From an optimization exercise on the open Yosys and OpenROAD flow, aimed at small area; shortcuts taken in it are not production practice.
The RTL was checked by simulation tests, not by an equivalence proof against the original design.
No activity file was given, so power comes from the tool's default toggle rates.

lane 1:
// wb_regfile
module wb_regfile (
   input  logic        clk,
   input  logic        reset,
   input  logic [31:0] Read_data_in,
   input  logic [31:0] result_in,
   input  logic [31:0] link_in,
   input  logic [4:0]  RtorRd_in,
   input  logic [1:0]  MemtoReg_in,
   input  logic        RegWr_in,
   input  logic        MemRead_in,
   input  logic [4:0]  rs_addr,
   input  logic [4:0]  rt_addr,
   output logic [31:0] rs_data,
   output logic [31:0] rt_data,
   output logic [31:0] wb_data_o,
   output logic [4:0]  wb_addr_o,
   output logic        wb_en_o,
   output logic [31:0] wb_cnt,
   output logic [31:0] load_cnt
);
Size: roughly 2500 cells after synthesis, ~1100 flip-flops, roughly 43000 um^2 of cells after synthesis.
==> flow/config.mk <==
export PLATFORM = sky130hd
export DESIGN_NAME = wb_regfile
export DESIGN_NICKNAME = wb_regfile
export VERILOG_FILES = /design/flow/design.v
export SDC_FILE = /design/flow/constraint.sdc
export NUM_CORES = 4
export LEC_CHECK = 0
export CAP_MARGIN = 10
export CORE_MARGIN = 2
export CORE_UTILIZATION = 60
export GPL_TIMING_DRIVEN = 0
export SLEW_MARGIN = 10
export SYNTH_HIERARCHICAL = 1
==> flow/constraint.sdc <==
create_clock -name core_clock -period 8.0 [get_ports {clk}]
set_input_delay 1.6000 -clock core_clock [delete_from_list [all_inputs] [get_ports {clk}]]
set_output_delay 1.6000 -clock core_clock [all_outputs]
set_load 0.01 [all_outputs]
standard.sh (not shown) runs the stock make flow with config.mk's settings and CLKGATE_MAP_FILE= SYNTH_SCRIPT=/design/flow/synth_recipe.tcl, a recipe that flattens the netlist after the stock synthesis.
==> flow/flow/run.sh <==
#!/bin/bash
# Layout flow: the standard ORFS flow (standard.sh), with these changes in
# how the layout is built:
#  - port buffers are the smallest buffer (buf_1) instead of the default pick;
#  - CTS uses clkbuf_8 with sink clusters of up to 15 and inserts no dummy loads.
# Each tool's full output goes to a log file in this folder.
set -e
export BUFFER_PORTS_ARGS="-buffer_cell sky130_fd_sc_hd__buf_1"
export CTS_ARGS="-sink_clustering_enable -repair_clock_nets -dont_use_dummy_load -buf_list {sky130_fd_sc_hd__clkbuf_8} -sink_clustering_size 15 -sink_clustering_max_diameter 60"
bash standard.sh > standard_flow.log 2>&1
## Diff of input files: lane 2 against lane 1
- clearing GPL_TIMING_DRIVEN, which used to be 0
- putting PLACE_DENSITY at 0.75 where nothing was set
Findings:
Status | lane 2 and lane 1 | clean
Re core box area: no difference whatsoever between lane 1 and lane 2.
Lane 2 has clock network fraction of design power below what lane 1 had.
Summary of lane 2 over lane 1: area of all placed cells without fillers decreased by about 3.5% relative to the old numbers, number of buffers outside the clock class in the layout decreased by 5.4% relative to the old numbers, amount of wire on met3 after detailed routing increased by 12% relative to the old numbers, global-route usage decreased by 1.6 points relative to the old numbers.
NOTE: count of TritonRoute iterations in the first routing pass in lane 2 exceeds that of lane 1
On wire length, the higher figure sits with lane 1, not lane 2.
The following lists how lane 3 was set up differently from lane 2:
- CAP_MARGIN changed from 10 to 20
- PLACE_DENSITY removed (was 0.75)
- SLEW_MARGIN changed from 10 to 20
==> comparison <==
- In the reports for lane 2 and lane 3, the larger largest driver fanout on the critical path belongs to lane 3.
- Diff lane 2 -> lane 3: area fraction of clock buffers and clock inverters ~0 delta; final critical-path share of the clock period down 4.0 points.
- Wire length on met1 was lower in the run labelled lane 2.
- Compared with lane 2, lane 3 instantiates a smaller number of standard cells.
### lane 3 -> lane 4
- a change of CORE_UTILIZATION from 60 to 50
-- flow/flow/run.sh --
<<< lane 3, line 5
#  - CTS uses clkbuf_8 with sink clusters of up to 15 and inserts no dummy loads.
>>> lane 4, line 5
#  - timing repair after global routing downsizes cells with slack to spare;
#  - CTS uses clkbuf_8 with sink clusters of up to 20 and inserts no dummy loads.
<<< lane 3, line 9
export CTS_ARGS="-sink_clustering_enable -repair_clock_nets -dont_use_dummy_load -buf_list {sky130_fd_sc_hd__clkbuf_8} -sink_clustering_size 15 -sink_clustering_max_diameter 60"
>>> lane 4, line 10
export CTS_ARGS="-sink_clustering_enable -repair_clock_nets -dont_use_dummy_load -buf_list {sky130_fd_sc_hd__clkbuf_8} -sink_clustering_size 20 -sink_clustering_max_diameter 50"
export RECOVER_POWER=100
==> results.txt <==
- Re clock-buffer cell count: lane 4 is about 33% up on lane 3.
- The met1 track demand over resource in global routing in lane 4 sits 7.4 points below the value recorded for lane 3.
- Lane 4 drops fewer vias than lane 3.
- Lane 4 ended up with rt_data[2] as its last element of the critical path; lane 3 ended up with rs_data[14].
- The routability congestion estimate from global placement in lane 4 sits 0.028 above the value recorded for lane 3.
- Lane 4 -> stages 100% | layout checks FAIL | capacitance limit, slew limit
Changes in lane 5 relative to lane 4:
- changing CORE_UTILIZATION from 50 to 65
==> flow/flow/run.sh <==
#!/bin/bash
# Layout flow: the standard ORFS flow (standard.sh), with these changes in
# how the layout is built:
#  - port buffers are the smallest buffer (buf_1) instead of the default pick;
#  - CTS uses clkbuf_8 with sink clusters of up to 15 and inserts no dummy loads.
# Each tool's full output goes to a log file in this folder.
set -e
export BUFFER_PORTS_ARGS="-buffer_cell sky130_fd_sc_hd__buf_1"
export CTS_ARGS="-sink_clustering_enable -repair_clock_nets -dont_use_dummy_load -buf_list {sky130_fd_sc_hd__clkbuf_8} -sink_clustering_size 15 -sink_clustering_max_diameter 60"
bash standard.sh > standard_flow.log 2>&1
## What came out
Every stage of the flow completed for lane 5, and the final layout passed the timing, DRC and antenna checks. Looking at lane 4 and lane 5, the first-pass GRT wire length is a wash. Final-report max-slew violation count in lane 5 is 1330 lower than in lane 4. Lane 5 ended up with a higher sequential share of power than lane 4 did. Lane 4 has lower via count than lane 5. Lane 4 and lane 5 ended up with roughly the same clock transition at the registers of the reported paths. The growth of design area from synthesis to finish reported for lane 5 is smaller than that of lane 4 by 0.81 points. Of lane 4 and lane 5, the lower part of the total power dissipated in the clock network belongs to lane 5. On sequential power, lane 4 and lane 5 are neck and neck. Number of buffers inserted during clock tree synthesis: higher on lane 4.

== run A ==
Another version of the RTL of wb_regfile (not shown whole).
For scale: ~2500 cells after synthesis, roughly 280 I/O pins.
export LEC_CHECK = 0
export CAP_MARGIN = 20
export CORE_MARGIN = 2
export CORE_UTILIZATION = 30
export SLEW_MARGIN = 20
export SYNTH_HIERARCHICAL = 1
create_clock -name core_clock -period 8.0 [get_ports {clk}]
==> flow/flow/run.sh <==
#!/bin/bash
# Layout flow: the standard ORFS flow (standard.sh), with two changes in
# how the layout is built:
#  - port buffers are the smallest buffer (buf_1) instead of the default pick;
#  - CTS does not insert dummy loads.
# Each tool's full output goes to a log file in this folder.
set -e
cp standard.sh standard_sh_copy.log
export BUFFER_PORTS_ARGS="-buffer_cell sky130_fd_sc_hd__buf_1"
export CTS_ARGS="-sink_clustering_enable -repair_clock_nets -dont_use_dummy_load"
bash standard.sh > standard_flow.log 2>&1
Changes in run B relative to run A:
==> flow/run.sh (new file) <==
#!/bin/bash
# synth_recipe.tcl (not shown) runs the flow's synth.tcl, then flattens the netlist and writes it again
# the make line also repeats each setting of config.mk as NAME=value (left out here)
make -C /OpenROAD-flow-scripts/flow DESIGN_CONFIG=/design/flow/config.mk WORK_HOME=/design/flow/orfs CLKGATE_MAP_FILE= SYNTH_SCRIPT=/design/flow/synth_recipe.tcl finish
removed: flow/flow/run.sh
removed: flow/standard.sh
==> results.txt <==
Met2 global-route usage: lower on run B
Compared to run A, run B reaches a lower achievable clock.
Area of all placed cells without fillers grows by a few percent when moving from run A to run B.

== rev 12 ==
RTL: one of the versions met above, not the one the previous note started from.
Size: about 2500 cells after synthesis, ~1100 flip-flops, ~280 I/O pins, ~43000 um^2 of cells after synthesis.
Settings: LEC_CHECK=0, CAP_MARGIN=20, CORE_MARGIN=2, CORE_UTILIZATION=65, SLEW_MARGIN=20, SYNTH_HIERARCHICAL=1; clock period 8.0 ns.
==> flow/flow/run.sh <==
#!/bin/bash
# Layout flow: the standard ORFS flow (standard.sh), with these changes in
# how the layout is built:
#  - port buffers are the smallest buffer (buf_1) instead of the default pick;
#  - CTS uses clkbuf_8 with sink clusters of up to 20 and inserts no dummy loads.
# Each tool's full output goes to a log file in this folder.
set -e
export BUFFER_PORTS_ARGS="-buffer_cell sky130_fd_sc_hd__buf_1"
export CTS_ARGS="-sink_clustering_enable -repair_clock_nets -dont_use_dummy_load -buf_list {sky130_fd_sc_hd__clkbuf_8} -sink_clustering_size 20 -sink_clustering_max_diameter 50"
bash standard.sh > standard_flow.log 2>&1
[inputs] rev 13 vs rev 12
Settings: SLEW_MARGIN changed from 20 to 10; CAP_MARGIN changed from 20 to 10; CORE_UTILIZATION changed from 65 to 60.
==> flow/flow/run.sh <==
#!/bin/bash
# Layout flow: the standard ORFS flow (standard.sh), with these changes in
# how the layout is built:
#  - port buffers are the smallest buffer (buf_1) instead of the default pick;
#  - CTS uses clkbuf_8 with sink clusters of up to 17 and inserts no dummy loads.
# Each tool's full output goes to a log file in this folder.
set -e
export BUFFER_PORTS_ARGS="-buffer_cell sky130_fd_sc_hd__buf_1"
export CTS_ARGS="-sink_clustering_enable -repair_clock_nets -dont_use_dummy_load -buf_list {sky130_fd_sc_hd__clkbuf_8} -sink_clustering_size 17 -sink_clustering_max_diameter 60"
bash standard.sh > standard_flow.log 2>&1
### Flow results
- Compared with rev 12, in rev 13 measured slew at the worst slew-check pin saw an increase; die area now larger; minimum clock period grew by 0.12 ns; clock-pin slew on the worst setup and hold paths has increased; total wirelength of the detailed-routed design has decreased.
- On worst setup slack, the lower figure sits with rev 13, not rev 12.
- Taking rev 12 as the reference, in rev 13 final total power has decreased, antenna diode count has decreased, latest clock arrival within the worst-skew pair has decreased.
- Rev 13 reports its start point of the critical path as rs_addr[1] while rev 12 reports rt_addr[4].

Another version of the RTL of wb_regfile (not shown whole).
For scale: about 1,100 flip-flops, roughly 280 I/O pins, ~0.044 mm² of cells after synthesis.
==> flow/design.v (excerpt) <==
module wb_regfile (
   input  logic        clk,
   input  logic        reset,
   input  logic [31:0] Read_data_in,
   input  logic [31:0] result_in,
   input  logic [31:0] link_in,
   input  logic [4:0]  RtorRd_in,
   input  logic [1:0]  MemtoReg_in,
   input  logic        RegWr_in,
   input  logic        MemRead_in,
   input  logic [4:0]  rs_addr,
   input  logic [4:0]  rt_addr,
   output logic [31:0] rs_data,
   output logic [31:0] rt_data,
   output logic [31:0] wb_data_o,
   output logic [4:0]  wb_addr_o,
   output logic        wb_en_o,
   output logic [31:0] wb_cnt,
   output logic [31:0] load_cnt
);
==> flow/config.mk <==
export PLATFORM = sky130hd
export DESIGN_NAME = wb_regfile
export DESIGN_NICKNAME = wb_regfile
export VERILOG_FILES = /design/flow/design.v
export SDC_FILE = /design/flow/constraint.sdc
export NUM_CORES = 4
export LEC_CHECK = 0
export CAP_MARGIN = 15
export CORE_MARGIN = 2
export CORE_UTILIZATION = 60
export SLEW_MARGIN = 15
export SYNTH_HIERARCHICAL = 1
==> flow/constraint.sdc <==
create_clock -name core_clock -period 8.0 [get_ports {clk}]
set_input_delay 1.6000 -clock core_clock [delete_from_list [all_inputs] [get_ports {clk}]]
set_output_delay 1.6000 -clock core_clock [all_outputs]
set_load 0.01 [all_outputs]
==> flow/flow/run.sh <==
#!/bin/bash
# Layout flow: the standard ORFS flow (standard.sh), with these changes in
# how the layout is built:
#  - port buffers are the smallest buffer (buf_1) instead of the default pick;
#  - CTS uses clkbuf_8 with sink clusters of up to 17 and inserts no dummy loads.
# Each tool's full output goes to a log file in this folder.
set -e
export BUFFER_PORTS_ARGS="-buffer_cell sky130_fd_sc_hd__buf_1"
export CTS_ARGS="-sink_clustering_enable -repair_clock_nets -dont_use_dummy_load -buf_list {sky130_fd_sc_hd__clkbuf_8} -sink_clustering_size 17 -sink_clustering_max_diameter 60"
bash standard.sh > standard_flow.log 2>&1
The first run completed without violations.
Change:
CAP_MARGIN = 10   (was 15)
SLEW_MARGIN = 10   (was 15)
=> With this change the flow ran to the end with violations: max-capacitance violations, max-slew violations; wire length stays flat; synthesized cell count does not change; critical path depth stays the same; register-to-register slack gets worse by 0.24 ns; count of clock-buffer cells in the layout stays the same; via count barely changes; hold slack gets better by 0.0032 ns; clock power hardly moves; power hardly moves.
Change:
CAP_MARGIN = 20   (was 10)
SLEW_MARGIN = 20   (was 10)
- Now the flow passed the timing, DRC and antenna checks
- clock skew stays flat
- sequential power barely changes
- final area hardly moves
- setup slack gains 0.19 ns
- core utilization went up by 0.15 points
- sequential share of layout area went down by 0.16 points
- via count stays flat
- register-to-register slack gains 0.39 ns
- synthesized cell count does not change
- routed wire length is about the same

-- port drivers added, routing unchanged --
How much do the figures lean on ideal ports? The routed layouts below were timed once more, with nothing changed but the port constraints.
Step 1, drivers: a clkbuf_16 drives clk and a buf_2 each remaining input, both assumed.
Step 2 adds t to the input delays and takes it off the output delays; t is the mean of the earliest and latest rising clock arrival at the registers after step 1. Input paths then give back, and output paths get back, about the clock's delay inside the block.
Three values: ideal ports, drivers, drivers and shift; two values: the first two.
| run | t (ns) | setup slack, ns | hold slack, ns | latest minus earliest clock arrival (ns) | worst data-port slew with drivers (ns) |
|---|---|---|---|---|---|
| lane 1 | 0.756 | 1.753 / 1.715 / 1.715 | 0.481 / 0.481 / 0.481 | 0.051 / 0.051 | 0.04 |
| lane 2 | 0.778 | 1.427 / 1.398 / 1.398 | 0.472 / 0.472 / 0.472 | 0.053 / 0.053 | 0.06 |
| lane 3 | 0.766 | 1.748 / 1.718 / 1.718 | 0.483 / 0.483 / 0.483 | 0.096 / 0.096 | 0.04 |
| lane 4 | 0.795 | 0.794 / 0.751 / 0.751 | 0.481 / 0.481 / 0.481 | 0.099 / 0.098 | 0.04 |
| lane 5 | 0.770 | 1.809 / 1.782 / 1.782 | 0.482 / 0.482 / 0.482 | 0.051 / 0.051 | 0.10 |
| run A | 0.738 | 1.574 / 1.454 / 1.454 | 0.470 / 0.470 / 0.470 | 0.070 / 0.071 | 0.12 |
| run B | 0.775 | 0.936 / 0.880 / 0.880 | 0.473 / 0.473 / 0.473 | 0.030 / 0.030 | 0.13 |
| rev 12 | 0.790 | 1.849 / 1.822 / 1.822 | 0.482 / 0.482 / 0.482 | 0.093 / 0.093 | 0.10 |
| rev 13 | 0.754 | 1.734 / 1.699 / 1.699 | 0.480 / 0.480 / 0.480 | 0.076 / 0.076 | 0.06 |
| the first run of note 4 | 0.771 | 1.510 / 1.396 / 1.396 | 0.477 / 0.477 / 0.477 | 0.066 / 0.066 | 0.13 |
| the second run of note 4 | 0.766 | 1.358 / 1.214 / 1.214 | 0.480 / 0.480 / 0.480 | 0.085 / 0.085 | 0.15 |
| the third run of note 4 | 0.772 | 1.552 / 1.443 / 1.443 | 0.481 / 0.481 / 0.481 | 0.074 / 0.073 | 0.14 |
The setup slack of the second run of note 4, which loses most, moves by -0.144 ns with the drivers and by -0.144 ns with both steps.
